From an optimization exercise on the open Yosys and OpenROAD flow, aimed at small area and few clock cycles; shortcuts taken in it are not production practice. In this exercise RTL edits were held to simulation tests only and were not proved equivalent to the original. No activity file was given, so power comes from the tool's default toggle rates.

## design/flow/config.mk

```make
export PLATFORM = sky130hd
export DESIGN_NAME = switch_ingress
export DESIGN_NICKNAME = switch_ingress
export VERILOG_FILES = /design/flow/design.v
export SDC_FILE = /design/flow/constraint.sdc
export NUM_CORES = 4
export LEC_CHECK = 0
export CAP_MARGIN = 20
export CORE_MARGIN = 2
export CORE_UTILIZATION = 40
export PLACE_DENSITY = 0.6
export SLEW_MARGIN = 20
```

## design/flow/constraint.sdc

```tcl
create_clock -name core_clock -period 7.5 [get_ports {clk}]
set_input_delay 1.5000 -clock core_clock [delete_from_list [all_inputs] [get_ports {clk}]]
set_output_delay 1.5000 -clock core_clock [all_outputs]
set_load 0.01 [all_outputs]
```

## design/flow/design.v

```verilog
`timescale 1ns/1ns
`default_nettype none
module crc16_word
(
    input  logic [15:0] crc_in,
    input  logic [31:0] data_in,
    output logic [15:0] crc_out
);
    logic fb;
    always_comb begin
        crc_out = crc_in;
        fb = 1'b0;
        for (int i = 31; i >= 0; i--) begin
            fb = crc_out[15] ^ data_in[i];
            crc_out = {crc_out[14:0], 1'b0} ^ (fb ? 16'h1021 : 16'h0000);
        end
    end
endmodule
`default_nettype wire
`timescale 1ns/1ns
`default_nettype none
module in_port
(
    input  logic        clk,
    input  logic        rst_n,
    input  logic        vld,
    input  logic        sop,
    input  logic        eop,
    input  logic [31:0] data,
    output logic        in_ready,
    input  logic        rd_sel,     
    input  logic        dsc_sel,    
    output logic [31:0] rd_data,    
    output logic [1:0]  dsc_prio,   
    output logic [4:0]  dsc_len,    
    output logic        avail,      
    input  logic        rd_adv,     
    input  logic        rd_pkt      
);
    logic [31:0] mem [16];
    logic [4:0]  wptr, wbase, rptr;
    logic        recv, drop, bad, full;
    logic [4:0]  len, cnt;
    logic [1:0]  prio, dest;
    logic [15:0] crc, crc_nxt;
    logic [4:0]  hlen, used;
    logic        nowr, fits, take_hdr, take_wr, word_ok, good_end;
    crc16_word crc16 (
        .crc_in  (crc),
        .data_in (data),
        .crc_out (crc_nxt)
    );
    assign hlen = data[4:0];
    assign nowr     = (hlen > 5'd16) | (eop != (hlen == '0));
    assign used     = wbase - rptr;
    assign fits     = ({1'b0, used} + hlen) <= 6'd16;
    assign in_ready = ~recv & ~drop & (nowr | ((~full | rd_pkt) & fits));
    assign take_hdr = in_ready & vld & sop;
    assign take_wr  = take_hdr & ~nowr;
    assign word_ok  = recv & vld & ~bad & (cnt != len);
    assign good_end = word_ok & eop & (cnt + 1'b1 == len);
    always_ff @(posedge clk) begin
        if (word_ok) begin
            mem[wptr[3:0]] <= data;
        end
    end
    always_comb begin
        rd_data = dsc_sel ? {7'd0, dest, prio, len, crc} : 32'd0;
        for (int i = 0; i < 16; i++) begin
            rd_data = rd_data | ((rd_sel && rptr[3:0] == 4'(i)) ? mem[i] : 32'd0);
        end
    end
    assign dsc_prio = prio;
    assign dsc_len  = len;
    assign avail   = full;
    always_ff @(posedge clk) begin
        if (take_wr) begin
            len  <= hlen;
            prio <= data[6:5];
            dest <= data[8:7];
            crc  <= 16'hFFFF;
            cnt  <= '0;
            bad  <= 1'b0;
        end else if (recv & vld) begin
            if (word_ok) begin
                crc <= crc_nxt;
                cnt <= cnt + 1'b1;
            end else begin
                bad <= 1'b1;
            end
        end
    end
    always_ff @(posedge clk) begin
        if (!rst_n) begin
            recv  <= 1'b0;
            drop  <= 1'b0;
            full  <= 1'b0;
            wptr  <= '0;
            wbase <= '0;
            rptr  <= '0;
        end else begin
            if (rd_adv) begin
                rptr <= rptr + 1'b1;
            end
            if (rd_pkt) begin
                full <= 1'b0;
            end
            if (take_hdr & nowr) begin
                drop <= ~eop;
            end else if (drop & vld & eop) begin
                drop <= 1'b0;
            end
            if (take_wr) begin
                recv <= ~eop;
                full <= eop;              
            end else if (recv & vld) begin
                if (word_ok) begin
                    wptr <= wptr + 1'b1;
                end
                if (eop) begin
                    recv <= 1'b0;
                    if (good_end) begin
                        full  <= 1'b1;
                        wbase <= wptr + 1'b1;
                    end else begin
                        wptr <= wbase;    
                    end
                end
            end
        end
    end
endmodule
`default_nettype wire
`timescale 1ns/1ns
`default_nettype none
module switch_ingress
(
    input  logic        clk,
    input  logic        rst_n,
    input  logic        in0_vld,
    input  logic        in0_sop,
    input  logic        in0_eop,
    input  logic [31:0] in0_data,
    input  logic        in1_vld,
    input  logic        in1_sop,
    input  logic        in1_eop,
    input  logic [31:0] in1_data,
    output logic        in_ready0,
    output logic        in_ready1,
    output logic        out_vld,
    output logic        out_sop,
    output logic        out_eop,
    output logic        out_src,
    output logic [1:0]  out_dest,
    output logic [31:0] out_data,
    input  logic        out_ready
);
    logic [31:0] rd0, rd1, rd;
    logic [1:0]  pr0, pr1;
    logic [4:0]  ln0, ln1;
    logic [3:0]  lowcnt;
    logic        pmode, prio1;
    logic        av0, av1;
    logic        busy, src, insop, last, ready_q;
    logic [4:0]  rem;
    logic [1:0]  dest_q;
    logic        pick1, start, cur, xfer;
    in_port port0 (
        .clk      (clk),
        .rst_n    (rst_n),
        .vld      (in0_vld),
        .sop      (in0_sop),
        .eop      (in0_eop),
        .data     (in0_data),
        .in_ready (in_ready0),
        .rd_sel   (~cur & ~out_sop),
        .dsc_sel  (~cur & out_sop),
        .rd_data  (rd0),
        .dsc_prio (pr0),
        .dsc_len  (ln0),
        .avail    (av0),
        .rd_adv   (xfer & ~cur & ~out_sop),
        .rd_pkt   (xfer & ~cur & out_sop)
    );
    in_port port1 (
        .clk      (clk),
        .rst_n    (rst_n),
        .vld      (in1_vld),
        .sop      (in1_sop),
        .eop      (in1_eop),
        .data     (in1_data),
        .in_ready (in_ready1),
        .rd_sel   (cur & ~out_sop),
        .dsc_sel  (cur & out_sop),
        .rd_data  (rd1),
        .dsc_prio (pr1),
        .dsc_len  (ln1),
        .avail    (av1),
        .rd_adv   (xfer & cur & ~out_sop),
        .rd_pkt   (xfer & cur & out_sop)
    );
    assign prio1 = (pr1 > pr0) | ((pr1 == pr0) & ~last);
    assign pick1 = av1 & (~av0 | (pmode ? prio1 :
                                  ((ln1 < ln0) | ((ln1 == ln0) & prio1))));
    assign start = ~busy & (av0 | av1) & ready_q;
    assign cur   = busy ? src : pick1;
    assign rd    = rd0 | rd1;
    assign out_vld  = busy | start;
    assign out_sop  = ~busy | insop;
    assign out_eop  = out_sop ? (rd[20:16] == '0) : (rem == 5'd1);
    assign out_src  = cur;
    assign out_dest = out_sop ? rd[24:23] : dest_q;
    assign out_data = rd;
    assign xfer     = out_vld & out_ready;
    always_ff @(posedge clk) begin
        if (xfer & out_sop) begin
            dest_q <= rd[24:23];
        end
        if (xfer) begin
            rem <= out_sop ? rd[20:16] : rem - 1'b1;
        end
        if (~busy) begin
            src <= pick1;
        end
    end
    always_ff @(posedge clk) begin
        if (!rst_n) begin
            busy    <= 1'b0;
            insop   <= 1'b1;
            last    <= 1'b1;
            ready_q <= 1'b0;
            lowcnt  <= 4'd0;
            pmode   <= 1'b1;
        end else begin
            ready_q <= out_ready;
            lowcnt  <= out_ready ? 4'd0 : lowcnt + (lowcnt != 4'd15);
            if (lowcnt == 4'd15) begin
                pmode <= 1'b1;
            end else if (start) begin
                pmode <= 1'b0;
            end
            if (start) begin
                last <= pick1;
            end
            if (xfer & out_eop) begin
                busy  <= 1'b0;
                insop <= 1'b1;
            end else if (out_vld) begin
                busy  <= 1'b1;
                insop <= out_sop & ~xfer;
            end
        end
    end
endmodule
`default_nettype wire
```

## design/flow/flow/run.sh

```bash
#!/bin/bash
set -euo pipefail
export BUFFER_PORTS_ARGS="-buffer_cell sky130_fd_sc_hd__buf_1"
export CTS_ARGS="-sink_clustering_enable -repair_clock_nets -dont_use_dummy_load -sink_clustering_size 24 -sink_clustering_max_diameter 120"
bash standard.sh > standard_flow.log 2>&1
```

## design/flow/standard.sh

```bash
#!/bin/bash
# synth_recipe.tcl (not shown) runs the flow's synth.tcl, then flattens the netlist and writes it again
# the make line also repeats each setting of config.mk as NAME=value (left out here)
make -C /OpenROAD-flow-scripts/flow DESIGN_CONFIG=/design/flow/config.mk WORK_HOME=/design/flow/orfs CLKGATE_MAP_FILE= SYNTH_SCRIPT=/design/flow/synth_recipe.tcl "${@:-finish}"
```

==> results of run 1 <==
## cells in the final DEF (no fill, tap or decap), types with 5 or more instances in the layout
cell type / instances
edfxtp_1: 1049
dfxtp_1: 90
nand4_1: 79
nor3_2: 13
a221o_1: 5
and3_1: 16
o211ai_1: 19
and2_1: 7
buf_1: 111
nand3_1: 51
xnor3_1: 25
o21ai_0: 28
ha_1: 47
a221oi_1: 118
nor2b_1: 7
nor2_1: 98
nand2_1: 104
a21o_1: 8
a22o_1: 117
xnor2_2: 6
clkbuf_16: 53
a21oi_1: 42
xnor2_1: 129
and3_2: 5
and2_2: 19
a2111oi_0: 21
nor3_1: 14
xor2_1: 61
a22oi_1: 270
inv_1: 38
or4_1: 15
nor2_4: 24
mux2i_1: 6
nand2b_1: 7
a31oi_1: 5
buf_4: 126
nor4_1: 6
## path summary, 6_finish.rpt
| check | start | end | slack (ps) | cells past startpoint |
|---|---|---|---|---|
| worst max-delay path | port0.len[2] | out_data[3] | 1010 | 11 |
| worst min register to register | port1.bad | port1.bad | 510 | 2 |
| worst max register to register | port0.len[2] | port0.full | 2800 | 12 |
| worst min-delay path | port1.bad | port1.bad | 510 | 2 |
## sequential cells by signal, summed over array words and instances (netlist names), 16 cells and up
register   count
port0.mem    512
port1.mem    512
port0.crc     16
port1.crc     16
## per-layer routing
metal / up-vias / share of wire (%) / global-route usage (%)
li1: 11300 / - / -
met1: 14800 / 37 / 37.3
met2: 2312 / 46 / 44.6
met3: 385 / 12 / 6.43
met4: 8 / 4.4 / 10.7
met5: - / 0.029 / 0
## through the flow
step	instance area, um^2	hold slack [ps]
floorplan	45200	445
global placement	48200	477
finish	49500	513
detailed placement	48200	496
global route	49500	547
CTS	49500	512
## cells by family after synthesis
group / synth area share (%)
simple gates: 5.34
mux: 0.208
xor+xnor: 6.18
buf+inv: 1.56
compound gates: 11.5
fa+ha+maj: 1.48
flops: 73.7
## worst max-delay path, stage by stage (launching register included)
cell	delay, ps
edfxtp_1	530
inv_1	80
ha_1	280
and3_1	170
a31oi_1	150
a311oi_1	490
o21ai_0	380
o21a_1	340
buf_4	290
a2111oi_0	990
nand2_1	400
buf_1	220
## area by class of cell
| class | instances | area, um^2 | share of cell area [%] |
|---|---|---|---|
| antenna | 2 | 5.00 | 0.0101 |
| timing repair buffer | 238 | 1370 | 2.76 |
| inverter | 40 | 150 | 0.303 |
| clock buffer | 53 | 1330 | 2.68 |
| multi-input combinational | 1451 | 11500 | 23.2 |
| tap | 1500 | 1880 | 3.79 |
| sequential | 1139 | 33300 | 67.3 |
## power groups by stage
stage / clock network, mW / registers [mW] / logic (mW)
after CTS: 3.17 / 7.12 / 10.1
after detailed placement: 0 / 7.27 / 10.0
after global placement: 0 / 7.27 / 10.2
after global routing: 3.36 / 7.13 / 10.6
after floorplan: 0 / 7.21 / 7.87
final: 3.16 / 7.12 / 10.1
==> impl_metrics.env, run 1 <==
export IMPL_grt_overflow=0
export IMPL_wirelength_um=165000
export IMPL_port_buffers=112
export IMPL_gp_congestion=0.936
export IMPL_async_flop_share_pct=0
export IMPL_ctsHtreeMaxLevel=2
export IMPL_synth_top_area_share_pct=69.8
export IMPL_cts_buffers=53
export IMPL_synth_largest_area_cell="edfxtp_1"
export IMPL_skew_ps=49.7
export IMPL_drive_above_1_share_pct=9.48
export IMPL_slew_violations=0
export IMPL_hold_viol_final=0
export IMPL_relSlewSlack_pct=16.6
export IMPL_first_pass_iters=6
export IMPL_tightest_slew_ps=1250
export IMPL_fin_util_pct=44.1
export IMPL_cts_sinks=1139
export IMPL_detail_route_wl_per_cell_um=37.4
export IMPL_peakVddDrop_uv=856
export IMPL_path_clk_slew_ps=90
export IMPL_grt_usage_pct=28.0
export IMPL_drv_cap=0
export IMPL_fin_crit_sh_pct=86.5
export IMPL_status="complete, no violations"
export IMPL_core_um2=112000
export IMPL_cts_tree="done"
export IMPL_fin_cells=4423
export IMPL_crit_path_start_kind="flop"
export IMPL_fmax_mhz=154
export IMPL_vias=28900
export IMPL_root_buffer="clkbuf_16"
export IMPL_synth_nets=2899
export IMPL_yosysSeqAreaShare_pct=73.7
export IMPL_endpoint_kind="primary output"
export IMPL_cts_setup_buffers=0
export IMPL_placed_cells=4368
export IMPL_total_power_mw=20.4
export IMPL_p_leak_nw=15.8
export IMPL_netlist_instances=2775
export IMPL_clockPowerShare_pct=15.5
export IMPL_fillers=9726
export IMPL_period_needed_ps=6490
export IMPL_clockBufferDepth=3
export IMPL_grt_antenna_before_repair=8
export IMPL_synth_most_common_cell="edfxtp_1"
export IMPL_synth_area_leaders="edfxtp_1, a22oi_1, dfxtp_1"
export IMPL_postSynthAreaPerCell_um2=16.3
export IMPL_dr_first_iter_drc_count=5062
export IMPL_dp_hpwl_um=94000
export IMPL_final_nets=3047
export IMPL_die_w_um=340
export IMPL_switching_share_pct=36.4
export IMPL_ctsHoldBuffers=0
export IMPL_synthTopCellsByCount="edfxtp_1, a22oi_1, xnor2_1, nor2_1, a221oi_1"
export IMPL_setup_viol=0
export IMPL_routed_via_density=6.53
export IMPL_die_y_um=340
export IMPL_io_pins=113
export IMPL_area_delta_synth_final_pct=9.61
export IMPL_synth_main_ff_cell="edfxtp_1"
export IMPL_synth_edf_count=1049
export IMPL_cts_resized=0
export IMPL_min_path_type="flop to flop"
export IMPL_critPathArrivalTime_ps=4990
export IMPL_yosysWarnings=3
export IMPL_cp_max_fo=20
export IMPL_grt_start_max_net_pins=34
export IMPL_fin_ws_ps=1010
export IMPL_rsz0062_at_grt="no"
export IMPL_postRouteAntennaNets=0
export IMPL_dpl_worst_slack_ps=1670
export IMPL_p_switching_mw=7.42
export IMPL_cp_required_ps=6000
export IMPL_insertion_delay_ps=690
export IMPL_ys_seq_elements=1139
export IMPL_power_frac_seq_pct=35.0
export IMPL_synth_cell_area_um2=45200
export IMPL_rows=123
export IMPL_die_area_um2=116000
export IMPL_p_per_area_nw_per_um2=411
export IMPL_critPathKind="flop to primary output"
export IMPL_grt_pass1_vias=27500
export IMPL_p_comb_share_pct=49.5
export IMPL_fin_setup_tns_ps=0
export IMPL_power_internal_mw=12.9
export IMPL_grt_pass1_wl_um=225000
export IMPL_drcViolationCount=0
export IMPL_start_util_pct=40.3
export IMPL_yosys_cell_types_count=70
Testbench counts, summed over its fixed seeds: cycles 15,698.
==> inputs of run 2 (changes only) <==
--- a/design/flow/config.mk
+++ b/design/flow/config.mk
@@ -5,8 +5,8 @@
 export SDC_FILE = /design/flow/constraint.sdc
 export NUM_CORES = 4
 export LEC_CHECK = 0
-export CAP_MARGIN = 20
+export CAP_MARGIN = 0
 export CORE_MARGIN = 2
 export CORE_UTILIZATION = 40
 export PLACE_DENSITY = 0.6
-export SLEW_MARGIN = 20
+export SLEW_MARGIN = 0
==> run 2 against run 1 <==
Effect of this change: core utilization about the same; synthesized area unchanged; maximum frequency down 0.86%; register-to-register slack about the same; largest cell class unchanged; clock skew up 1.0 ps; flip-flop and latch count unchanged; first-iteration DRC count about the same; critical path depth unchanged; clock power about the same; design area about the same; still clean on timing, DRC and antenna.
==> impl_metrics.env, run 2 <==
export IMPL_grt_met1_usage_pct=37.3
export IMPL_fin_util_pct=44.1
export IMPL_fmax_mhz=153
export IMPL_ctsHoldBuffers=0
export IMPL_synth_main_ff_cell="edfxtp_1"
export IMPL_cp_slowest_cell="a2111oi_0"
export IMPL_dr_first_iter_drc_count=5064
export IMPL_final_common_cell="edfxtp_1"
export IMPL_busiest_layer="met2"
export IMPL_grt_overflow=0
export IMPL_synth_edf_count=1049
export IMPL_critPathArrivalTime_ps=5050
export IMPL_path_clk_slew_ps=100
export IMPL_synthTopCellsByCount="edfxtp_1, a22oi_1, xnor2_1, nor2_1, a221oi_1"
export IMPL_postRouteAntennaNets=0
export IMPL_slew_violations=0
export IMPL_use_met2_pct=44.6
export IMPL_core_um2=112000
export IMPL_start_util_pct=40.3
export IMPL_ff2ff_setup_slack_ps=2800
export IMPL_endpoint_kind="primary output"
export IMPL_port_buffers=112
export IMPL_period_needed_ps=6550
export IMPL_clockBufferDepth=3
export IMPL_detail_route_wl_per_cell_um=37.4
export IMPL_cts_tree="done"
export IMPL_grt_start_max_net_pins=34
export IMPL_ctsHtreeMaxLevel=2
export IMPL_grt_antenna_before_repair=8
export IMPL_crit_path_start_kind="flop"
export IMPL_p_leak_nw=15.8
export IMPL_yosys_cell_types_count=70
export IMPL_cp_depth=11
export IMPL_synth_most_common_cell="edfxtp_1"
export IMPL_async_flop_share_pct=0
export IMPL_synth_cell_area_um2=45200
export IMPL_skew_ps=50.7
export IMPL_cp_cell_sequence="inv_1 -> ha_1 -> and3_1 -> a31oi_1 -> a311oi_1 -> o21ai_0 -> o21a_1 -> buf_4 -> a2111oi_0 -> nand2_1 -> buf_1"
export IMPL_grt_use_met3_pct=6.43
export IMPL_fin_cells=4423
export IMPL_cpLargestDelayFamily="compound AO/OA/AOI/OAI gates"
export IMPL_root_buffer="clkbuf_16"
export IMPL_rows=123
export IMPL_gp_congestion=0.936
export IMPL_synth_largest_area_cell="edfxtp_1"
export IMPL_grt_usage_pct=28.0
export IMPL_io_pins=113
export IMPL_min_path_type="flop to flop"
export IMPL_placed_cells=4368
export IMPL_dpl_instance_area_um2=48200
export IMPL_cts_sinks=1139
export IMPL_fin_crit_sh_pct=87.3
export IMPL_vias=28800
export IMPL_cts_setup_buffers=0
export IMPL_final_area_um2=49500
export IMPL_yosysSeqAreaShare_pct=73.7
export IMPL_cpPeakStageDelay_ps=1030
export IMPL_synth_top_area_share_pct=69.8
export IMPL_status="complete, no violations"
export IMPL_die_y_um=340
export IMPL_relSlewSlack_pct=14.7
export IMPL_grt_pass1_vias=27500
export IMPL_final_nets=3047
export IMPL_area_delta_synth_final_pct=9.61
export IMPL_postSynthAreaPerCell_um2=16.3
export IMPL_die_area_um2=116000
export IMPL_cp_required_ps=6000
export IMPL_dp_hpwl_um=94000
export IMPL_grt_pass1_wl_um=225000
export IMPL_cts_resized=0
export IMPL_fin_ws_ps=954
export IMPL_drive_above_1_share_pct=9.45
export IMPL_cts_buffers=53
export IMPL_final_cell_mix="edfxtp_1, a22oi_1, xnor2_1, buf_4, a221oi_1"
export IMPL_die_w_um=340
export IMPL_worstHoldPathCells=2
export IMPL_first_pass_iters=5
export IMPL_hold_viol_final=0
export IMPL_synth_area_leaders="edfxtp_1, a22oi_1, dfxtp_1"
export IMPL_whs_ps=513
export IMPL_ys_seq_elements=1139
export IMPL_tightest_slew_ps=1280
export IMPL_setup_viol=0
export IMPL_drcViolationCount=0
export IMPL_fin_setup_tns_ps=0
export IMPL_synth_nets=2899
export IMPL_insertion_delay_ps=690
export IMPL_cp_max_fo=20
export IMPL_critPathKind="flop to primary output"
export IMPL_peakVddDrop_uv=856
export IMPL_p_per_area_nw_per_um2=414
export IMPL_dpl_worst_slack_ps=1670
export IMPL_fillers=9729
export IMPL_routed_via_density=6.52
export IMPL_netlist_instances=2775
export IMPL_drv_cap=0
export IMPL_rr_worst_depth=12
export IMPL_wirelength_um=165000
export IMPL_yosysWarnings=3
export IMPL_total_power_mw=20.5
export IMPL_worst_path_buf_inv=3
export IMPL_rsz0062_at_grt="no"
[run 2: layout make-up]
| type | count | area [um^2] | share of cell area, % |
|---|---|---|---|
| clock buffer | 53 | 1330 | 2.68 |
| tap | 1500 | 1880 | 3.79 |
| sequential | 1139 | 33300 | 67.3 |
| inverter | 40 | 150 | 0.303 |
| multi-input combinational | 1451 | 11500 | 23.2 |
| timing repair buffer | 238 | 1370 | 2.76 |
| antenna | 2 | 5.00 | 0.0101 |
[run 2: path summary, 6_finish.rpt]
check	start	to
worst max-delay path	port0.len[2]	out_data[9]
worst min-delay path	port1.bad	port1.bad
worst max register to register	port0.len[2]	port0.full
worst min register to register	port1.bad	port1.bad
[run 2: cells by family (layout without fill, tap and decap cells)]
| family | count (synthesis) | after routing | synth area share (%) |
|---|---|---|---|
| adder cells (fa/ha/maj) | 51 | 51 | 1.48 |
| multiplexers | 9 | 9 | 0.208 |
| AO/OA/AOI/OAI | 667 | 667 | 11.5 |
| flip-flops | 1139 | 1139 | 73.7 |
| XOR/XNOR | 240 | 240 | 6.18 |
| buffers and inverters | 185 | 331 | 1.56 |
| AND/OR/NAND/NOR | 484 | 484 | 5.34 |
| other | 0 | 2 | 0 |
[run 2: report_power, final]
group	switching, mW	total, mW	leakage, nW	internal [mW]
Sequential	0.125	7.13	10.2	7.00
Clock	1.90	3.16	0.653	1.26
Combinational	5.45	10.2	5.02	4.74
Total	7.47	20.5	15.8	13.0
[run 2: routing by layer]
layer	up-vias	share of wire [%]
met5	-	0.031
met4	8	4.4
met3	371	12
met2	2253	46
met1	14800	37
li1	11300	-
[run 2: worst reg2reg max path: stages (launching register included)]
cell,delay (ps)
edfxtp_1,530
inv_1,90
ha_1,290
and3_1,190
a31oi_1,300
a311oi_1,150
o21ai_0,610
o211ai_1,290
a21oi_1,360
nand2_1,610
inv_1,900
nand2_1,120
a31oi_1,180
==> inputs of run 3 (changes only) <==
==> design/flow/config.mk (replaced) <==
export PLATFORM = sky130hd
export DESIGN_NAME = switch_ingress
export DESIGN_NICKNAME = switch_ingress
export VERILOG_FILES = /design/flow/design.v
export SDC_FILE = /design/flow/constraint.sdc
export NUM_CORES = 4
export LEC_CHECK = 0
export CAP_MARGIN = 20
export CORE_MARGIN = 2
export CORE_UTILIZATION = 60
export PLACE_DENSITY = 0.75
export SLEW_MARGIN = 20
==> run 3 against run 2 <==
Effect of this change: via count rose by 2.1%; synthesized cell count stayed put; power down 3.0%; first-iteration DRC count up 18%; flip-flop and latch count stayed put; sequential share of layout area up 0.95 points; wire length is 5.7% lower; largest power group unchanged; register-to-register slack better by 70 ps; core utilization up 21 points; design area decreased by 1.4%.
==> impl_metrics.env, run 3 <==
export IMPL_synth_top_area_share_pct=69.8
export IMPL_start_util_pct=60.7
export IMPL_grt_start_max_net_pins=33
export IMPL_detail_route_wl_per_cell_um=40.2
export IMPL_ctsHoldBuffers=0
export IMPL_synthTopCellsByCount="edfxtp_1, a22oi_1, xnor2_1, nor2_1, a221oi_1"
export IMPL_postSynthAreaPerCell_um2=16.3
export IMPL_cts_setup_buffers=0
export IMPL_fin_ws_ps=981
export IMPL_synth_edf_count=1049
export IMPL_drv_cap=0
export IMPL_die_w_um=278
export IMPL_dpl_instance_area_um2=47500
export IMPL_ys_seq_elements=1139
export IMPL_area_delta_synth_final_pct=8.09
export IMPL_drive_above_1_share_pct=9.24
export IMPL_grt_pass1_vias=27700
export IMPL_insertion_delay_ps=680
export IMPL_core_um2=74400
export IMPL_clockBufferDepth=3
export IMPL_root_buffer="clkbuf_16"
export IMPL_grt_overflow=0
export IMPL_yosysWarnings=3
export IMPL_tightest_slew_ps=1210
export IMPL_async_flop_share_pct=0
export IMPL_hold_viol_final=0
export IMPL_die_y_um=278
export IMPL_final_cell_mix="edfxtp_1, a22oi_1, xnor2_1, a221oi_1, a22o_1"
export IMPL_skew_ps=50.1
export IMPL_io_pins=113
export IMPL_netlist_instances=2775
export IMPL_grt_pass1_wl_um=213000
export IMPL_vias=29400
export IMPL_yosysSeqAreaShare_pct=73.7
export IMPL_grt_antenna_before_repair=11
export IMPL_fin_crit_sh_pct=86.9
export IMPL_p_per_area_nw_per_um2=407
export IMPL_yosys_cell_types_count=70
export IMPL_rsz0062_at_grt="no"
export IMPL_total_power_mw=19.9
export IMPL_die_area_um2=77500
export IMPL_final_area_um2=48800
export IMPL_endpoint_kind="primary output"
export IMPL_gp_congestion=0.962
export IMPL_cp_required_ps=6000
export IMPL_fin_setup_tns_ps=0
export IMPL_cts_tree="done"
export IMPL_fmax_mhz=153
export IMPL_drcViolationCount=0
export IMPL_final_common_cell="edfxtp_1"
export IMPL_setup_viol=0
export IMPL_rows=100
export IMPL_synth_most_common_cell="edfxtp_1"
export IMPL_status="complete, no violations"
export IMPL_relSlewSlack_pct=19.4
export IMPL_final_nets=3037
export IMPL_routed_via_density=7.58
export IMPL_slew_violations=0
export IMPL_dr_first_iter_drc_count=6000
export IMPL_path_clk_slew_ps=110
export IMPL_whs_ps=511
export IMPL_grt_usage_pct=39.9
export IMPL_fin_util_pct=65.6
export IMPL_cp_max_fo=32
export IMPL_period_needed_ps=6520
export IMPL_crit_path_start_kind="flop"
export IMPL_synth_area_leaders="edfxtp_1, a22oi_1, dfxtp_1"
export IMPL_ctsHtreeMaxLevel=2
export IMPL_peakVddDrop_uv=1050
export IMPL_cts_buffers=53
export IMPL_critPathArrivalTime_ps=5020
export IMPL_p_leak_nw=15.8
export IMPL_wirelength_um=156000
export IMPL_postRouteAntennaNets=0
export IMPL_cts_sinks=1139
export IMPL_fin_cells=3884
export IMPL_dpl_worst_slack_ps=1930
export IMPL_first_pass_iters=8
export IMPL_fillers=4968
export IMPL_cts_resized=0
export IMPL_synth_main_ff_cell="edfxtp_1"
export IMPL_critPathKind="flop to primary output"
export IMPL_min_path_type="flop to flop"
export IMPL_dp_hpwl_um=88600
export IMPL_placed_cells=3827
export IMPL_synth_largest_area_cell="edfxtp_1"
export IMPL_port_buffers=112
export IMPL_synth_cell_area_um2=45200
export IMPL_synth_nets=2899
## run 3: cell counts after synthesis
Identical to the previous run, type by type.
## run 3: worst max-delay path: stages, from the launching register on
cell and delay (ps):
dfxtp_1 690, nor2b_1 760, clkinv_1 610, nor3_2 300, buf_4 720, a22oi_1 210, nand4_1 170, or4_1 190
a221oi_1 80, and2_1 230, a21bo_2 260, buf_1 140
## run 3: logic make-up (layout without fill, tap and decap cells)
logic type / after synthesis / in the layout / synth area share [%]
buffers and inverters: 185 / 321 / 1.56
AND/OR/NAND/NOR: 484 / 484 / 5.34
flip-flops: 1139 / 1139 / 73.7
adder cells (fa/ha/maj): 51 / 51 / 1.48
XOR/XNOR: 240 / 240 / 6.18
AO/OA/AOI/OAI: 667 / 667 / 11.5
other: 0 / 4 / 0
multiplexers: 9 / 9 / 0.208
## run 3: power by group
part / switching [mW] / total, mW / internal [mW]
clock: 1.87 / 3.13 / 1.26
combinational: 4.92 / 9.61 / 4.69
sequential: 0.133 / 7.13 / 7.00
## run 3: area by class of cell
type	instances	area, um^2	area share (%)
antenna	4	10.0	0.0205
clock buffer	53	1330	2.72
inverter	40	150	0.308
multi-input combinational	1451	11500	23.5
sequential	1139	33300	68.2
tap	969	1210	2.48
timing repair buffer	228	1340	2.74
## run 3: path summary, 6_finish.rpt
kind                                startpoint        endpoint  slack, ps  depth (start not counted)
worst max-delay path                      busy         out_eop        980                         11
worst max register to register    port0.len[2]   port1.dest[1]       2870                         10
worst min-delay path            port1.wbase[0]  port1.wbase[0]        510                          2
worst min register to register  port1.wbase[0]  port1.wbase[0]        510                          2
## run 3: layer usage
layer,vias to the layer above,GRT usage [%],wire [um]
met5,-,0,111
met4,16,21.1,10300
met3,656,11.7,26700
met2,3101,59.7,68200
met1,14300,53.6,50700
li1,11300,-,-
==> inputs of run 4 (changes only) <==
--- a/design/flow/design.v
+++ b/design/flow/design.v
@@ -39,11 +39,11 @@
 );
     logic [31:0] mem [16];
     logic [4:0]  wptr, wbase, rptr;
-    logic        recv, drop, bad, full;
-    logic [4:0]  len, cnt;
+    logic        recv, bad, full;
+    logic [4:0]  len;
     logic [1:0]  prio, dest;
     logic [15:0] crc, crc_nxt;
-    logic [4:0]  hlen, used;
+    logic [4:0]  hlen, used, cnt;
     logic        nowr, fits, take_hdr, take_wr, word_ok, good_end;
     crc16_word crc16 (
         .crc_in  (crc),
@@ -54,9 +54,10 @@
     assign nowr     = (hlen > 5'd16) | (eop != (hlen == '0));
     assign used     = wbase - rptr;
     assign fits     = ({1'b0, used} + hlen) <= 6'd16;
-    assign in_ready = ~recv & ~drop & (nowr | ((~full | rd_pkt) & fits));
+    assign in_ready = ~recv & (nowr | ((~full | rd_pkt) & fits));
     assign take_hdr = in_ready & vld & sop;
     assign take_wr  = take_hdr & ~nowr;
+    assign cnt      = wptr - wbase;       
     assign word_ok  = recv & vld & ~bad & (cnt != len);
     assign good_end = word_ok & eop & (cnt + 1'b1 == len);
     always_ff @(posedge clk) begin
@@ -72,28 +73,21 @@
     end
     assign dsc_prio = prio;
     assign dsc_len  = len;
-    assign avail   = full;
+    assign avail    = full;
     always_ff @(posedge clk) begin
         if (take_wr) begin
             len  <= hlen;
             prio <= data[6:5];
             dest <= data[8:7];
             crc  <= 16'hFFFF;
-            cnt  <= '0;
-            bad  <= 1'b0;
-        end else if (recv & vld) begin
-            if (word_ok) begin
-                crc <= crc_nxt;
-                cnt <= cnt + 1'b1;
-            end else begin
-                bad <= 1'b1;
-            end
+        end else if (word_ok) begin
+            crc  <= crc_nxt;
         end
     end
     always_ff @(posedge clk) begin
         if (!rst_n) begin
             recv  <= 1'b0;
-            drop  <= 1'b0;
+            bad   <= 1'b0;
             full  <= 1'b0;
             wptr  <= '0;
             wbase <= '0;
@@ -105,17 +99,17 @@
             if (rd_pkt) begin
                 full <= 1'b0;
             end
-            if (take_hdr & nowr) begin
-                drop <= ~eop;
-            end else if (drop & vld & eop) begin
-                drop <= 1'b0;
-            end
-            if (take_wr) begin
+            if (take_hdr) begin
                 recv <= ~eop;
-                full <= eop;              
+                bad  <= nowr;
+                if (!nowr) begin
+                    full <= eop;          
+                end
             end else if (recv & vld) begin
                 if (word_ok) begin
                     wptr <= wptr + 1'b1;
+                end else begin
+                    bad  <= 1'b1;
                 end
                 if (eop) begin
                     recv <= 1'b0;
@@ -158,7 +152,7 @@
     logic [31:0] rd0, rd1, rd;
     logic [1:0]  pr0, pr1;
     logic [4:0]  ln0, ln1;
-    logic [3:0]  lowcnt;
+    logic [2:0]  lowcnt;
     logic        pmode, prio1;
     logic        av0, av1;
     logic        busy, src, insop, last, ready_q;
@@ -229,12 +223,12 @@
             insop   <= 1'b1;
             last    <= 1'b1;
             ready_q <= 1'b0;
-            lowcnt  <= 4'd0;
+            lowcnt  <= 3'd0;
             pmode   <= 1'b1;
         end else begin
             ready_q <= out_ready;
-            lowcnt  <= out_ready ? 4'd0 : lowcnt + (lowcnt != 4'd15);
-            if (lowcnt == 4'd15) begin
+            lowcnt  <= out_ready ? 3'd0 : lowcnt + (lowcnt != 3'd7);
+            if (lowcnt == 3'd7) begin
                 pmode <= 1'b1;
             end else if (start) begin
                 pmode <= 1'b0;
==> design/flow/flow/run.sh (replaced) <==
#!/bin/bash
set -euo pipefail
export BUFFER_PORTS_ARGS="-buffer_cell sky130_fd_sc_hd__buf_1"
export CTS_ARGS="-sink_clustering_enable -repair_clock_nets -dont_use_dummy_load -sink_clustering_size 28 -sink_clustering_max_diameter 90"
bash standard.sh > standard_flow.log 2>&1
--- a/design/flow/config.mk
+++ b/design/flow/config.mk
@@ -7,6 +7,6 @@
 export LEC_CHECK = 0
 export CAP_MARGIN = 20
 export CORE_MARGIN = 2
-export CORE_UTILIZATION = 60
-export PLACE_DENSITY = 0.75
+export CORE_UTILIZATION = 40
+export PLACE_DENSITY = 0.6
 export SLEW_MARGIN = 20
==> run 4 against run 3 <==
Effect of this change: clock skew fell by 6.5 ps; cell count is 15% higher; core utilization fell by 21 points; register-to-register slack lost 460 ps; design area grew 1.3%; first-iteration DRC count shrank 19%; still clean; flip-flop and latch count shrank 13; synthesized cell count is 1.1% higher; count of clock-buffer cells in the layout decreased by 3; sequential power down 0.6%; highest routed layer unchanged.
==> impl_metrics.env, run 4 <==
export IMPL_final_nets=3106
export IMPL_synth_cell_area_um2=45000
export IMPL_start_util_pct=40.1
export IMPL_synth_nets=2939
export IMPL_ys_seq_elements=1126
export IMPL_synth_largest_area_cell="edfxtp_1"
export IMPL_fin_cells=4472
export IMPL_grt_overflow=0
export IMPL_slew_violations=0
export IMPL_placed_cells=4418
export IMPL_cp_required_ps=6000
export IMPL_grt_usage_pct=27.4
export IMPL_netlist_instances=2805
export IMPL_total_power_mw=21.3
export IMPL_cts_setup_buffers=0
export IMPL_dr_first_iter_drc_count=4836
export IMPL_cts_sinks=1126
export IMPL_critPathKind="flop to primary output"
export IMPL_endpoint_kind="primary output"
export IMPL_dpl_instance_area_um2=48100
export IMPL_clockBufferDepth=3
export IMPL_crit_path_start_kind="flop"
export IMPL_whs_ps=513
export IMPL_cts_buffers=50
export IMPL_ff2ff_setup_slack_ps=2410
export IMPL_postRouteAntennaNets=0
export IMPL_die_w_um=339
export IMPL_path_clk_slew_ps=80
export IMPL_tightest_slew_ps=1260
export IMPL_routed_via_density=6.41
export IMPL_port_buffers=112
export IMPL_grt_antenna_before_repair=6
export IMPL_wirelength_um=162000
export IMPL_die_y_um=339
export IMPL_setup_viol=0
export IMPL_area_delta_synth_final_pct=9.94
export IMPL_first_pass_iters=5
export IMPL_fin_setup_tns_ps=0
export IMPL_dp_hpwl_um=97600
export IMPL_rsz0062_at_grt="no"
export IMPL_peakVddDrop_uv=1180
export IMPL_p_per_area_nw_per_um2=432
export IMPL_detail_route_wl_per_cell_um=36.3
export IMPL_fmax_mhz=156
export IMPL_core_um2=112000
export IMPL_cts_tree="done"
export IMPL_period_needed_ps=6430
export IMPL_yosysWarnings=3
export IMPL_gp_congestion=0.961
export IMPL_final_cell_mix="edfxtp_1, a22oi_1, buf_4, xnor2_1, buf_1"
export IMPL_synth_main_ff_cell="edfxtp_1"
export IMPL_yosys_cell_types_count=69
export IMPL_cp_max_fo=19
export IMPL_insertion_delay_ps=650
export IMPL_cts_resized=0
export IMPL_io_pins=113
export IMPL_min_path_type="flop to flop"
export IMPL_root_buffer="clkbuf_16"
export IMPL_relSlewSlack_pct=16.2
export IMPL_drive_above_1_share_pct=10.4
export IMPL_critPathArrivalTime_ps=4930
export IMPL_ctsHoldBuffers=0
export IMPL_skew_ps=43.5
export IMPL_drv_cap=0
export IMPL_grt_pass1_vias=27400
export IMPL_final_area_um2=49400
export IMPL_yosysSeqAreaShare_pct=73.5
export IMPL_die_area_um2=115000
export IMPL_rows=123
export IMPL_status="complete, no violations"
export IMPL_drcViolationCount=0
export IMPL_synth_area_leaders="edfxtp_1, a22oi_1, dfxtp_1"
export IMPL_ctsHtreeMaxLevel=2
export IMPL_vias=28700
export IMPL_synthTopCellsByCount="edfxtp_1, a22oi_1, xnor2_1, clkbuf_1"
export IMPL_synth_edf_count=1049
export IMPL_async_flop_share_pct=0
export IMPL_synth_most_common_cell="edfxtp_1"
export IMPL_grt_start_max_net_pins=33
export IMPL_final_common_cell="edfxtp_1"
export IMPL_fin_crit_sh_pct=85.7
export IMPL_synth_top_area_share_pct=70.1
export IMPL_postSynthAreaPerCell_um2=16.0
export IMPL_hold_viol_final=0
export IMPL_grt_pass1_wl_um=221000
export IMPL_p_leak_nw=16.0
## run 4: cell types whose count changed after synthesis, moves of 26 or more
cell | previous run | this run
nand3_1 | 51 | 77
xnor2_2 | 6 | 34
nor2_1 | 122 | 94
a22o_1 | 117 | 90
a22oi_1 | 270 | 327
and3_1 | 21 | 64
## run 4: worst max-delay path: stages, from the launching register on
cell,delay [ps]
dfxtp_1,460
inv_1,100
ha_1,280
and3_2,500
a2111oi_0,1030
nand3_1,250
or4_1,600
a221oi_1,460
nand4_1,150
o21ai_1,260
buf_1,190
## run 4: path summary, 6_finish.rpt
kind,startpoint,to,depth (start not counted)
setup / recovery,port1.rptr[0],out_eop,10
hold / removal,pmode,pmode,2
setup reg to reg,port1.wptr[0],port1.mem[4][10],12
hold reg to reg,pmode,pmode,2
## run 4: kinds of logic (layout without fill, tap and decap cells)
| kind of cell | count (synthesis) | in the layout | synth area share [%] |
|---|---|---|---|
| simple gates | 509 | 509 | 5.90 |
| buf+inv | 201 | 366 | 1.68 |
| xor+xnor | 239 | 239 | 5.54 |
| flops | 1126 | 1126 | 73.5 |
| other cells | 0 | 2 | 0 |
| mux | 14 | 14 | 0.317 |
| fa+ha+maj | 61 | 61 | 1.80 |
| compound gates | 655 | 655 | 11.3 |
## run 4: power breakdown
group	internal, mW	leakage [nW]	switching, mW
Sequential	6.96	10.1	0.133
Clock	1.20	0.616	1.85
Combinational	5.25	5.29	5.94
## run 4: stage by stage
step                util [%]  setup slack (ps)
finish                  44.1              1070
global route            44.1              1050
CTS                     44.1              1150
detailed placement      43.0              1840
global placement        42.9              1750
floorplan                  -              1960
## run 4: metal layers
metal	wire, um	vias up	track usage [%]
met5	35	-	0
met4	6880	6	10.5
met3	19700	348	5.52
met2	74800	2137	43.7
met1	60900	14700	37.1
li1	-	11400	-
## run 4: area by class of cell
type,instances,area [um^2]
Fill cell,9886,62600
Sequential cell,1126,33000
Multi-Input combinational cell,1478,11500
Tap cell,1500,1880
Timing Repair Buffer,255,1570
Clock buffer,50,1250
Inverter,61,229
Antenna cell,2,5.00
Testbench counts of run 4, summed over its fixed seeds: cycles 15,698.
==> inputs of run 5 (changes only) <==
==> design/flow/flow/run.sh (replaced) <==
#!/bin/bash
set -euo pipefail
export BUFFER_PORTS_ARGS="-buffer_cell sky130_fd_sc_hd__buf_1"
export CTS_ARGS="-sink_clustering_enable -repair_clock_nets -dont_use_dummy_load -sink_clustering_size 14 -sink_clustering_max_diameter 60 -buf_list sky130_fd_sc_hd__clkbuf_8"
bash standard.sh > standard_flow.log 2>&1
==> run 5 against run 4 <==
Effect of this change: register-to-register slack about the same; maximum frequency decreased by 2.0%; first-iteration DRC count is 1.9% higher; global-route usage is 0.33 points higher; largest power group unchanged.
==> impl_metrics.env, run 5 <==
export IMPL_grt_overflow=0
export IMPL_grt_pass1_vias=27900
export IMPL_cts_setup_buffers=0
export IMPL_die_w_um=339
export IMPL_synth_cell_area_um2=45000
export IMPL_yosys_cell_types_count=69
export IMPL_power_frac_seq_pct=33.2
export IMPL_ctsHtreeMaxLevel=3
export IMPL_p_leak_nw=16.1
export IMPL_final_nets=3157
export IMPL_fin_util_pct=44.3
export IMPL_peakVddDrop_uv=1180
export IMPL_dp_hpwl_um=97600
export IMPL_crit_path_start_kind="flop"
export IMPL_endpoint_kind="primary output"
export IMPL_placed_cells=4418
export IMPL_switching_share_pct=37.4
export IMPL_slew_violations=0
export IMPL_ctsHoldBuffers=0
export IMPL_synth_largest_area_cell="edfxtp_1"
export IMPL_setup_viol=0
export IMPL_root_buffer="clkbuf_8"
export IMPL_p_per_area_nw_per_um2=432
export IMPL_grt_pass1_wl_um=223000
export IMPL_detail_route_wl_per_cell_um=36.2
export IMPL_synth_nets=2939
export IMPL_drv_cap=0
export IMPL_die_y_um=339
export IMPL_synthTopCellsByCount="edfxtp_1, a22oi_1, xnor2_1, clkbuf_1"
export IMPL_hold_end="pmode"
export IMPL_core_um2=112000
export IMPL_cts_tree="done"
export IMPL_start_util_pct=40.1
export IMPL_synth_top_area_share_pct=70.1
export IMPL_yosysWarnings=3
export IMPL_cts_resized=0
export IMPL_synth_area_leaders="edfxtp_1, a22oi_1, dfxtp_1"
export IMPL_min_path_type="flop to flop"
export IMPL_yosysSeqAreaShare_pct=73.5
export IMPL_critPathKind="flop to primary output"
export IMPL_ys_seq_elements=1126
export IMPL_insertion_delay_ps=800
export IMPL_port_buffers=112
export IMPL_hold_viol_final=0
export IMPL_status="complete, no violations"
export IMPL_cts_buffers=101
export IMPL_grt_antenna_before_repair=7
export IMPL_drcViolationCount=0
export IMPL_period_needed_ps=6560
export IMPL_area_delta_synth_final_pct=10.3
export IMPL_netlist_instances=2805
export IMPL_cp_required_ps=6000
export IMPL_routed_via_density=6.41
export IMPL_fin_cells=4525
export IMPL_rows=123
export IMPL_async_flop_share_pct=0
export IMPL_power_internal_mw=13.4
export IMPL_synth_edf_count=1049
export IMPL_relSlewSlack_pct=15.7
export IMPL_final_area_um2=49600
export IMPL_critPathArrivalTime_ps=5060
export IMPL_io_pins=113
export IMPL_cp_max_fo=19
export IMPL_first_pass_iters=6
export IMPL_drive_above_1_share_pct=11.9
export IMPL_rr_worst_depth=12
export IMPL_vias=29000
export IMPL_fin_crit_sh_pct=87.4
export IMPL_die_area_um2=115000
export IMPL_dr_first_iter_drc_count=4927
export IMPL_tightest_slew_ps=1260
export IMPL_wirelength_um=164000
export IMPL_postRouteAntennaNets=0
export IMPL_fin_setup_tns_ps=0
export IMPL_dpl_instance_area_um2=48100
export IMPL_fmax_mhz=153
export IMPL_fillers=9890
export IMPL_hp_start="pmode"
export IMPL_grt_usage_pct=27.7
export IMPL_clockPowerShare_pct=14.8
export IMPL_r2r_start="port1.wptr[0]"
export IMPL_grt_start_max_net_pins=33
export IMPL_r2r_end="port1.mem[4][27]"
export IMPL_ff2ff_setup_slack_ps=2400
export IMPL_p_comb_share_pct=52.0
export IMPL_final_cell_mix="edfxtp_1, a22oi_1, buf_4, xnor2_1, buf_1"
export IMPL_final_common_cell="edfxtp_1"
export IMPL_path_clk_slew_ps=60
export IMPL_p_switching_mw=8.00
export IMPL_postSynthAreaPerCell_um2=16.0
export IMPL_skew_ps=83.4
export IMPL_cts_sinks=1126
export IMPL_worstHoldPathCells=2
export IMPL_gp_congestion=0.961
export IMPL_clockBufferDepth=3
export IMPL_synth_main_ff_cell="edfxtp_1"
export IMPL_rsz0062_at_grt="no"
export IMPL_synth_most_common_cell="edfxtp_1"
[run 5: changes by cell type in the layout (fill, tap and decap cells not counted)]
cell | before | now
diode_2 | 2 | 4
clkbuf_8 | 0 | 101
buf_12 | 1 | 2
buf_8 | 1 | 0
clkbuf_16 | 50 | 0
[run 5: worst max path at each step]
stage                        from         endpoint  depth (start not counted)
floorplan                 in0_vld  port0.mem[1][0]                          5
global placement      in0_data[0]        in_ready0                         12
detailed placement  port1.rptr[0]          out_eop                         10
CTS                 port1.rptr[0]          out_eop                         10
global route        port1.rptr[0]          out_eop                         10
finish              port1.rptr[0]          out_eop                         10
[run 5: cell type report]
class	count	area, um^2	share of cell area [%]
flip-flops and latches	1126	33000	66.6
multi-input cells	1478	11500	23.1
well taps	1500	1880	3.78
repair buffers	255	1580	3.18
clock buffers	101	1390	2.80
inverters	61	229	0.462
diodes	4	10.0	0.0202
[run 5: cells by family after synthesis]
kind of cell    synth area share [%]
flops                           73.5
fa+ha+maj                       1.80
xor+xnor                        5.54
simple gates                    5.90
mux                            0.317
compound gates                  11.3
buf+inv                         1.68
[run 5: routing by layer]
layer / GRT usage, % / wire length [um]
met1: 37.1 / 61300
met2: 43.8 / 75800
met3: 6.42 / 19800
met4: 11.2 / 7020
met5: 0 / 30
[run 5: through the flow]
stage | setup WS, ps | hold WS [ps] | power [mW]
finish | 944 | 510 | 21.4
global route | 914 | 521 | 22.3
CTS | 999 | 502 | 21.4
detailed placement | 1840 | 495 | 18.3
global placement | 1750 | 492 | 18.4
floorplan | 1960 | 447 | 16.6
[run 5: power groups by stage]
stage                     Sequential, mW  Clock, mW  Combinational [mW]
after floorplan                     7.17          0                9.46
after global placement              7.23          0                11.1
after detailed placement            7.23          0                11.1
after CTS                           7.09       3.17                11.2
after global routing                7.10       3.37                11.8
final                               7.10       3.17                11.1
[run 5: worst max-delay path: stages (launching register included)]
cell and delay (ps):
dfxtp_1 450, inv_1 100, ha_1 270, and3_2 500
a2111oi_0 1050, nand3_1 260, or4_1 600, a221oi_1 460
nand4_1 150, o21ai_1 260, buf_1 190
==> inputs of run 6 (changes only) <==
==> design/flow/flow/run.sh (replaced) <==
#!/bin/bash
set -euo pipefail
export BUFFER_PORTS_ARGS="-buffer_cell sky130_fd_sc_hd__buf_1"
export CTS_ARGS="-sink_clustering_enable -repair_clock_nets -dont_use_dummy_load -sink_clustering_size 24 -sink_clustering_max_diameter 120"
bash standard.sh > standard_flow.log 2>&1
==> run 6 against run 5 <==
Effect of this change: core utilization shrank 0.082 points; global-route usage is 0.25 points lower; power increased by 0.19%; critical path depth stayed put; clock power about the same; combinational power barely moved; largest power group unchanged.
==> impl_metrics.env, run 6 <==
export IMPL_routed_via_density=6.43
export IMPL_busiest_layer="met2"
export IMPL_synth_adder_area_share_pct=1.80
export IMPL_cts_sinks=1126
export IMPL_cts_tree="done"
export IMPL_final_nets=3108
export IMPL_setup_viol=0
export IMPL_io_pins=113
export IMPL_drcViolationCount=0
export IMPL_synth_xor_area_share_pct=5.54
export IMPL_final_common_cell="edfxtp_1"
export IMPL_synthMuxAreaShare_pct=0.317
export IMPL_synth_top_area_share_pct=70.1
export IMPL_dp_hpwl_um=97600
export IMPL_cp_max_fo=19
export IMPL_cp_cell_sequence="inv_1 -> ha_1 -> and3_2 -> a2111oi_0 -> nand3_1 -> or4_1 -> a221oi_1 -> nand4_1 -> o21ai_1 -> buf_1"
export IMPL_synth_nets=2939
export IMPL_synth_top_family_by_area="compound AO/OA/AOI/OAI gates"
export IMPL_postRouteAntennaNets=0
export IMPL_fin_setup_tns_ps=0
export IMPL_die_y_um=339
export IMPL_grt_pass1_vias=27500
export IMPL_gp_congestion=0.961
export IMPL_synth_area_leaders="edfxtp_1, a22oi_1, dfxtp_1"
export IMPL_synth_main_ff_cell="edfxtp_1"
export IMPL_r2r_start="port1.wptr[0]"
export IMPL_clockBufferDepth=3
export IMPL_grt_start_max_net_pins=33
export IMPL_p_per_area_nw_per_um2=433
export IMPL_start_util_pct=40.1
export IMPL_ctsHtreeMaxLevel=2
export IMPL_cp_slowest_cell="a2111oi_0"
export IMPL_relSlewSlack_pct=13.6
export IMPL_synth_most_common_cell="edfxtp_1"
export IMPL_critPathKind="flop to primary output"
export IMPL_fin_crit_sh_pct=86.0
export IMPL_p_leak_nw=16.0
export IMPL_first_pass_iters=8
export IMPL_critPathArrivalTime_ps=4950
export IMPL_grt_overflow=0
export IMPL_postSynthAreaPerCell_um2=16.0
export IMPL_area_delta_synth_final_pct=10.1
export IMPL_rsz0062_at_grt="no"
export IMPL_skew_ps=54.4
export IMPL_cts_resized=0
export IMPL_endpoint_kind="primary output"
export IMPL_peakVddDrop_uv=1190
export IMPL_synthSimpleGateAreaFrac_pct=5.90
export IMPL_hp_start="pmode"
export IMPL_rows=123
export IMPL_vias=28800
export IMPL_dr_first_iter_drc_count=5015
export IMPL_wirelength_um=163000
export IMPL_grt_use_met3_pct=5.83
export IMPL_final_cell_mix="edfxtp_1, a22oi_1, buf_4, xnor2_1, buf_1"
export IMPL_grt_pass1_wl_um=221000
export IMPL_die_w_um=339
export IMPL_cts_buffers=53
export IMPL_drv_cap=0
export IMPL_yosys_cell_types_count=69
export IMPL_ctsHoldBuffers=0
export IMPL_slew_violations=0
export IMPL_synthTopCellsByCount="edfxtp_1, a22oi_1, xnor2_1, clkbuf_1"
export IMPL_worstSetupStartpoint="port1.rptr[0]"
export IMPL_drive_above_1_share_pct=10.5
export IMPL_tightest_slew_ps=1300
export IMPL_core_um2=112000
export IMPL_synth_compound_area_share_pct=11.3
export IMPL_crit_path_start_kind="flop"
export IMPL_yosysWarnings=3
export IMPL_grt_usage_pct=27.5
export IMPL_fin_cells=4473
export IMPL_netlist_instances=2805
export IMPL_async_flop_share_pct=0
export IMPL_path_clk_slew_ps=100
export IMPL_insertion_delay_ps=680
export IMPL_cts_setup_buffers=0
export IMPL_synth_edf_count=1049
export IMPL_port_buffers=112
export IMPL_detail_route_wl_per_cell_um=36.4
export IMPL_hold_viol_final=0
export IMPL_min_path_type="flop to flop"
export IMPL_synth_largest_area_cell="edfxtp_1"
export IMPL_root_buffer="clkbuf_16"
export IMPL_use_met2_pct=44.1
export IMPL_synth_cell_area_um2=45000
export IMPL_grt_met1_usage_pct=37.0
export IMPL_fillers=9888
export IMPL_period_needed_ps=6450
export IMPL_die_area_um2=115000
export IMPL_placed_cells=4418
export IMPL_fmax_mhz=155
export IMPL_ys_seq_elements=1126
export IMPL_cp_required_ps=6000
export IMPL_status="complete, no violations"
export IMPL_grt_antenna_before_repair=8
export IMPL_cpPeakStageDelay_ps=1060
export IMPL_yosysSeqAreaShare_pct=73.5
-- run 6: cells by family after synthesis --
logic type / after synthesis
adder cells (fa/ha/maj): 61
multiplexers: 14
AO/OA/AOI/OAI: 655
buffers and inverters: 201
XOR/XNOR: 239
flip-flops: 1126
AND/OR/NAND/NOR: 509
-- run 6: final timing paths --
path / slack, ps / cells after the start / endpoint
setup / recovery: 1050 / 10 / out_eop
hold / removal: 510 / 2 / pmode
setup reg to reg: 2430 / 12 / port1.mem[10][7]
hold reg to reg: 510 / 2 / pmode
-- run 6: per-layer routing --
layer | vias to the layer above | part of all wire, %
met5 | - | 0.029
met4 | 8 | 4.4
li1 | 11400 | -
met3 | 392 | 12
met1 | 14800 | 37
met2 | 2175 | 46
-- run 6: final cells by class --
cell class / count / area (um^2) / area share [%]
diodes: 1 / 2.50 / 0.00506
clock buffers: 53 / 1330 / 2.68
inverters: 61 / 229 / 0.463
multi-input cells: 1478 / 11500 / 23.2
flip-flops and latches: 1126 / 33000 / 66.8
well taps: 1500 / 1880 / 3.79
repair buffers: 254 / 1560 / 3.15
-- run 6: through the flow --
stage	util, %	worst slack, ps	cell area [um^2]	hold slack, ps	total power, mW
CTS	44.2	1130	49500	508	21.4
detailed placement	43.0	1840	48100	495	18.3
floorplan	-	1960	45000	447	16.6
global route	44.2	1040	49500	528	22.3
finish	44.2	1050	49500	512	21.4
global placement	42.9	1750	48100	492	18.4
-- run 6: report_power, final --
part	leakage (nW)	switching (mW)	internal [mW]
clock	0.653	1.89	1.26
combinational	5.28	5.94	5.26
sequential	10.1	0.132	6.96
-- run 6: worst max-delay path: cells and delay by family (launching register included) --
kind                     cells  cell delay (ps)
AO/OA/AOI/OAI                3             1790
AND/OR/NAND/NOR              4             1490
adder cells (fa/ha/maj)      1              270
flip-flops                   1              470
buffers and inverters        2              290
==> inputs of run 7 (changes only) <==
==> design/flow/flow/run.sh (replaced) <==
#!/bin/bash
set -euo pipefail
export BUFFER_PORTS_ARGS="-buffer_cell sky130_fd_sc_hd__buf_4"
export CTS_ARGS="-sink_clustering_enable -repair_clock_nets -dont_use_dummy_load -sink_clustering_size 24 -sink_clustering_max_diameter 120"
bash standard.sh > standard_flow.log 2>&1
==> run 7 against run 6 <==
Effect of this change: global-route usage rose by 0.093 points; core utilization fell by 0.061 points; synthesized cell count did not move; flip-flop and latch count did not move; combinational power barely moved; design area fell by 0.14%; clock skew fell by 28 ps; power rose by 0.41%; first-iteration DRC count rose by 8.7%; largest power group unchanged.
==> impl_metrics.env, run 7 <==
export IMPL_cpLargestDelayFamily="simple AND/OR/NAND/NOR gates"
export IMPL_vias=28800
export IMPL_cts_sinks=1126
export IMPL_fin_cells=4412
export IMPL_fin_crit_sh_pct=84.2
export IMPL_core_um2=112000
export IMPL_async_flop_share_pct=0
export IMPL_busiest_layer="met2"
export IMPL_synth_top_area_share_pct=70.1
export IMPL_port_buffers=112
export IMPL_power_internal_mw=13.4
export IMPL_crit_path_start_kind="flop"
export IMPL_cp_max_fo=17
export IMPL_dpl_worst_slack_ps=2020
export IMPL_rows=123
export IMPL_period_needed_ps=6320
export IMPL_critPathKind="flop to primary output"
export IMPL_die_y_um=339
export IMPL_ys_seq_elements=1126
export IMPL_die_area_um2=115000
export IMPL_cp_slowest_cell="nor4_1"
export IMPL_whs_ps=521
export IMPL_dr_first_iter_drc_count=5449
export IMPL_ctsHtreeMaxLevel=2
export IMPL_power_frac_seq_pct=32.9
export IMPL_cp_cell_sequence="inv_1 -> ha_1 -> nor4bb_1 -> buf_4 -> and2_2 -> buf_4 -> a22oi_1 -> nand4_1 -> nor4_1 -> nand2_1 -> mux2_2 -> buf_4"
export IMPL_drive_above_1_share_pct=12.5
export IMPL_cp_required_ps=6000
export IMPL_tightest_slew_ps=1190
export IMPL_root_buffer="clkbuf_16"
export IMPL_worst_path_buf_inv=4
export IMPL_fin_setup_tns_ps=0
export IMPL_setup_viol=0
export IMPL_fin_ws_ps=1180
export IMPL_synth_largest_area_cell="edfxtp_1"
export IMPL_routed_via_density=6.52
export IMPL_synth_adder_area_share_pct=1.80
export IMPL_grt_pass1_vias=27700
export IMPL_switching_share_pct=37.8
export IMPL_fillers=9854
export IMPL_final_common_cell="edfxtp_1"
export IMPL_skew_ps=26.4
export IMPL_rsz0062_at_grt="no"
export IMPL_p_per_area_nw_per_um2=436
export IMPL_crit_top_cell="buf_4"
export IMPL_yosys_cell_types_count=69
export IMPL_clockPowerShare_pct=14.5
export IMPL_synth_compound_area_share_pct=11.3
export IMPL_yosysSeqAreaShare_pct=73.5
export IMPL_grt_met1_usage_pct=37.6
export IMPL_final_nets=3046
export IMPL_cts_tree="done"
export IMPL_use_met2_pct=43.3
export IMPL_dp_hpwl_um=97100
export IMPL_regArea_um2=33000
export IMPL_cpPeakStageDelay_ps=1010
export IMPL_netlist_instances=2805
export IMPL_placed_cells=4356
export IMPL_synth_main_ff_cell="edfxtp_1"
export IMPL_synth_xor_area_share_pct=5.54
export IMPL_status="complete, no violations"
export IMPL_die_w_um=339
export IMPL_cts_resized=0
export IMPL_grt_pass1_wl_um=223000
export IMPL_grt_overflow=0
export IMPL_grt_start_max_net_pins=33
export IMPL_cts_setup_buffers=0
export IMPL_grt_use_met3_pct=5.71
export IMPL_drcViolationCount=0
export IMPL_relSlewSlack_pct=20.5
export IMPL_area_delta_synth_final_pct=9.92
export IMPL_synth_top_family_by_area="compound AO/OA/AOI/OAI gates"
export IMPL_hold_viol_final=0
export IMPL_p_switching_mw=8.13
export IMPL_critPathArrivalTime_ps=4820
export IMPL_io_pins=113
export IMPL_ctsHoldBuffers=0
export IMPL_fin_util_pct=44.1
export IMPL_detail_route_wl_per_cell_um=37.0
export IMPL_p_leak_nw=16.1
export IMPL_wirelength_um=163000
export IMPL_synth_cell_area_um2=45000
export IMPL_endpoint_kind="primary output"
export IMPL_drv_cap=0
export IMPL_synthTopCellsByCount="edfxtp_1, a22oi_1, xnor2_1, clkbuf_1"
export IMPL_multi_input_area_um2=11500
export IMPL_path_clk_slew_ps=100
export IMPL_synth_nets=2939
export IMPL_min_path_type="flop to flop"
export IMPL_postRouteAntennaNets=0
export IMPL_first_pass_iters=6
export IMPL_synthSimpleGateAreaFrac_pct=5.90
export IMPL_synth_most_common_cell="edfxtp_1"
export IMPL_clockBufferDepth=3
export IMPL_fmax_mhz=158
export IMPL_slew_violations=0
export IMPL_postSynthAreaPerCell_um2=16.0
export IMPL_cts_buffers=52
export IMPL_start_util_pct=40.1
export IMPL_gp_congestion=0.918
export IMPL_final_cell_mix="edfxtp_1, a22oi_1, buf_4, xnor2_1, nand2_1"
export IMPL_insertion_delay_ps=660
export IMPL_peakVddDrop_uv=1060
export IMPL_synth_edf_count=1049
export IMPL_p_comb_share_pct=52.6
export IMPL_grt_antenna_before_repair=8
export IMPL_grt_usage_pct=27.6
export IMPL_yosysWarnings=3
export IMPL_synth_area_leaders="edfxtp_1, a22oi_1, dfxtp_1"
export IMPL_synthMuxAreaShare_pct=0.317
-- run 7: cell counts after synthesis --
Identical to the previous run, type by type.
-- run 7: per-stage QoR --
step	power, mW	cell area, um^2
detailed placement	18.4	48100
global route	22.4	49400
CTS	21.5	49400
finish	21.5	49400
floorplan	16.6	45000
global placement	18.5	48000
-- run 7: tightest hold or removal path: cells and delay by family, from the launching register on --
kind             cells  cell delay [ps]
AND/OR/NAND/NOR      1               60
AO/OA/AOI/OAI        1               70
flip-flops           1              340
-- run 7: per-layer routing --
metal	part of all wire, %	vias up
li1	-	11300
met1	38	14700
met2	46	2301
met3	12	387
met4	4.5	10
met5	0.072	-
-- run 7: worst paths after layout --
check / cells past startpoint / end / start / slack, ps
worst min-delay path: 2 / port1.crc[4] / port1.crc[4] / 520
worst min register to register: 2 / port1.crc[4] / port1.crc[4] / 520
worst max register to register: 12 / port1.mem[8][30] / port1.wptr[0] / 2340
worst max-delay path: 12 / out_dest[0] / port0.rptr[0] / 1180
-- run 7: logic make-up after synthesis --
| group | count (synthesis) |
|---|---|
| DFF | 1126 |
| AOI/OAI and AO/OA | 655 |
| and+or+nand+nor | 509 |
| xor gates and xnor gates | 239 |
| buffers and inverters | 201 |
| adders and majority gates | 61 |
| muxes | 14 |
-- run 7: cell type report --
class                           instances  share of cell area [%]
Antenna cell                            2                  0.0101
Clock buffer                           52                    2.63
Inverter                               61                   0.463
Multi-Input combinational cell       1478                    23.2
Sequential cell                      1126                    66.9
Tap cell                             1500                    3.80
Timing Repair Buffer                  193                    3.04
-- run 7: power by group through the flow --
stage          Sequential [mW]  Combinational [mW]  Clock [mW]
6_report                  7.08                11.3        3.12
5_1_grt                   7.09                12.0        3.30
2_1_floorplan             7.17                9.46           0
4_1_cts                   7.08                11.3        3.11
3_3_place_gp              7.22                11.3           0
3_5_place_dp              7.22                11.2           0
==> inputs of run 8 (changes only) <==
==> design/flow/flow/run.sh (replaced) <==
#!/bin/bash
set -euo pipefail
export BUFFER_PORTS_ARGS="-buffer_cell sky130_fd_sc_hd__buf_2"
export CTS_ARGS="-sink_clustering_enable -repair_clock_nets -dont_use_dummy_load -sink_clustering_size 24 -sink_clustering_max_diameter 120"
bash standard.sh > standard_flow.log 2>&1
==> run 8 against run 7 <==
Effect of this change: clock skew is 20 ps higher; sequential share of layout area grew 0.40 points; flip-flop and latch count unchanged; core utilization shrank 0.26 points; critical path type unchanged; largest power group unchanged.
==> impl_metrics.env, run 8 <==
export IMPL_ctsHoldBuffers=0
export IMPL_postRouteAntennaNets=0
export IMPL_yosys_cell_types_count=69
export IMPL_synth_cell_area_um2=45000
export IMPL_clockBufferDepth=3
export IMPL_grt_overflow=0
export IMPL_drv_cap=0
export IMPL_status="complete, no violations"
export IMPL_synth_largest_area_cell="edfxtp_1"
export IMPL_final_area_um2=49100
export IMPL_p_per_area_nw_per_um2=438
export IMPL_wirelength_um=165000
export IMPL_synthMuxAreaShare_pct=0.317
export IMPL_worst_path_buf_inv=2
export IMPL_grt_pass1_wl_um=225000
export IMPL_cts_setup_buffers=0
export IMPL_area_delta_synth_final_pct=9.26
export IMPL_synth_area_leaders="edfxtp_1, a22oi_1, dfxtp_1"
export IMPL_netlist_instances=2805
export IMPL_core_um2=112000
export IMPL_synth_top_area_share_pct=70.1
export IMPL_grt_pass1_vias=27600
export IMPL_io_pins=113
export IMPL_cts_buffers=52
export IMPL_skew_ps=46.9
export IMPL_cts_resized=0
export IMPL_synth_edf_count=1049
export IMPL_port_buffers=112
export IMPL_multi_input_area_um2=11500
export IMPL_critPathKind="flop to primary output"
export IMPL_yosysSeqAreaShare_pct=73.5
export IMPL_regArea_um2=33000
export IMPL_root_buffer="clkbuf_16"
export IMPL_first_pass_iters=7
export IMPL_cp_max_fo=21
export IMPL_vias=28900
export IMPL_insertion_delay_ps=670
export IMPL_placed_cells=4357
export IMPL_tightest_slew_ps=1170
export IMPL_fin_crit_sh_pct=85.0
export IMPL_crit_path_start_kind="flop"
export IMPL_postSynthAreaPerCell_um2=16.0
export IMPL_die_y_um=339
export IMPL_fin_setup_tns_ps=0
export IMPL_p_leak_nw=16.0
export IMPL_die_area_um2=115000
export IMPL_synth_nets=2939
export IMPL_relSlewSlack_pct=21.7
export IMPL_gp_congestion=0.919
export IMPL_setup_viol=0
export IMPL_cp_required_ps=6000
export IMPL_cp_cell_sequence="ha_1 -> nor4bb_1 -> buf_4 -> and2_2 -> a2111oi_0 -> and3_1 -> nand4_1 -> a221oi_1 -> nand2_1 -> o21ai_1 -> buf_2"
export IMPL_cts_tree="done"
export IMPL_synthTopCellsByCount="edfxtp_1, a22oi_1, xnor2_1, clkbuf_1"
export IMPL_start_util_pct=40.1
export IMPL_final_common_cell="edfxtp_1"
export IMPL_dpl_instance_area_um2=47800
export IMPL_grt_start_max_net_pins=37
export IMPL_rows=123
export IMPL_detail_route_wl_per_cell_um=37.5
export IMPL_grt_antenna_before_repair=14
export IMPL_fillers=9923
export IMPL_min_path_type="flop to flop"
export IMPL_routed_via_density=6.54
export IMPL_final_nets=3045
export IMPL_final_cell_mix="edfxtp_1, a22oi_1, xnor2_1, buf_2, nand2_1"
export IMPL_endpoint_kind="primary output"
export IMPL_drcViolationCount=0
export IMPL_synth_most_common_cell="edfxtp_1"
export IMPL_fin_cells=4413
export IMPL_critPathArrivalTime_ps=4870
export IMPL_synthSimpleGateAreaFrac_pct=5.90
export IMPL_cpPeakStageDelay_ps=980
export IMPL_total_power_mw=21.5
export IMPL_synth_top_family_by_area="compound AO/OA/AOI/OAI gates"
export IMPL_peakVddDrop_uv=930
export IMPL_die_w_um=339
export IMPL_fmax_mhz=157
export IMPL_slew_violations=0
export IMPL_path_clk_slew_ps=100
export IMPL_rsz0062_at_grt="no"
export IMPL_grt_usage_pct=27.9
export IMPL_drive_above_1_share_pct=12.4
export IMPL_synth_adder_area_share_pct=1.80
export IMPL_ys_seq_elements=1126
export IMPL_cts_sinks=1126
export IMPL_cp_slowest_cell="a2111oi_0"
export IMPL_cpLargestDelayFamily="compound AO/OA/AOI/OAI gates"
export IMPL_synth_xor_area_share_pct=5.54
export IMPL_synth_main_ff_cell="edfxtp_1"
export IMPL_yosysWarnings=3
export IMPL_period_needed_ps=6370
export IMPL_synth_compound_area_share_pct=11.3
export IMPL_hold_viol_final=0
export IMPL_async_flop_share_pct=0
export IMPL_whs_ps=519
export IMPL_ctsHtreeMaxLevel=2
export IMPL_dr_first_iter_drc_count=5491
export IMPL_dp_hpwl_um=97300
-- run 8: cell counts after synthesis --
No cell type changed its count.
-- run 8: metrics by stage --
stage	setup WS, ps	util [%]
global placement	1850	42.6
global route	1090	43.8
finish	1130	43.9
floorplan	1960	-
CTS	1180	43.8
detailed placement	1890	42.7
-- run 8: layout make-up --
type                            count  area share (%)
Antenna cell                        4          0.0204
Clock buffer                       52            2.65
Inverter                           61           0.466
Multi-Input combinational cell   1478            23.3
Sequential cell                  1126            67.3
Tap cell                         1500            3.82
Timing Repair Buffer              192            2.46
-- run 8: logic make-up (layout without fill, tap and decap cells) --
family | after synthesis | after routing
adder cells (fa/ha/maj) | 61 | 61
other | 0 | 4
XOR/XNOR | 239 | 239
flip-flops | 1126 | 1126
buffers and inverters | 201 | 305
AO/OA/AOI/OAI | 655 | 655
multiplexers | 14 | 14
AND/OR/NAND/NOR | 509 | 509
-- run 8: worst min-delay path: cells and delay by family (launching register included) --
family / cells / cell delay [ps]
AND/OR/NAND/NOR: 1 / 60
flip-flops: 1 / 340
AO/OA/AOI/OAI: 1 / 70
-- run 8: power breakdown --
group | leakage, nW | switching, mW | internal (mW) | total (mW)
Combinational | 5.27 | 6.08 | 5.18 | 11.3
Clock | 0.641 | 1.89 | 1.24 | 3.13
Sequential | 10.1 | 0.165 | 6.96 | 7.13
Total | 16.0 | 8.13 | 13.4 | 21.5
-- run 8: worst paths after layout --
| check | end | cells after the start | startpoint | slack (ps) |
|---|---|---|---|---|
| max | out_eop | 11 | port0.rptr[0] | 1130 |
| min | last | 2 | last | 520 |
| max reg2reg | port1.mem[6][17] | 12 | port1.wptr[0] | 2510 |
| min reg2reg | last | 2 | last | 520 |
-- run 8: per-layer routing --
| metal | global-route usage [%] | vias to the layer above | routed length, um |
|---|---|---|---|
| li1 | - | 11300 | - |
| met1 | 37.2 | 14800 | 61000 |
| met2 | 44.4 | 2285 | 75700 |
| met3 | 6.01 | 436 | 20200 |
| met4 | 11.6 | 8 | 8350 |
| met5 | 0 | - | 49 |
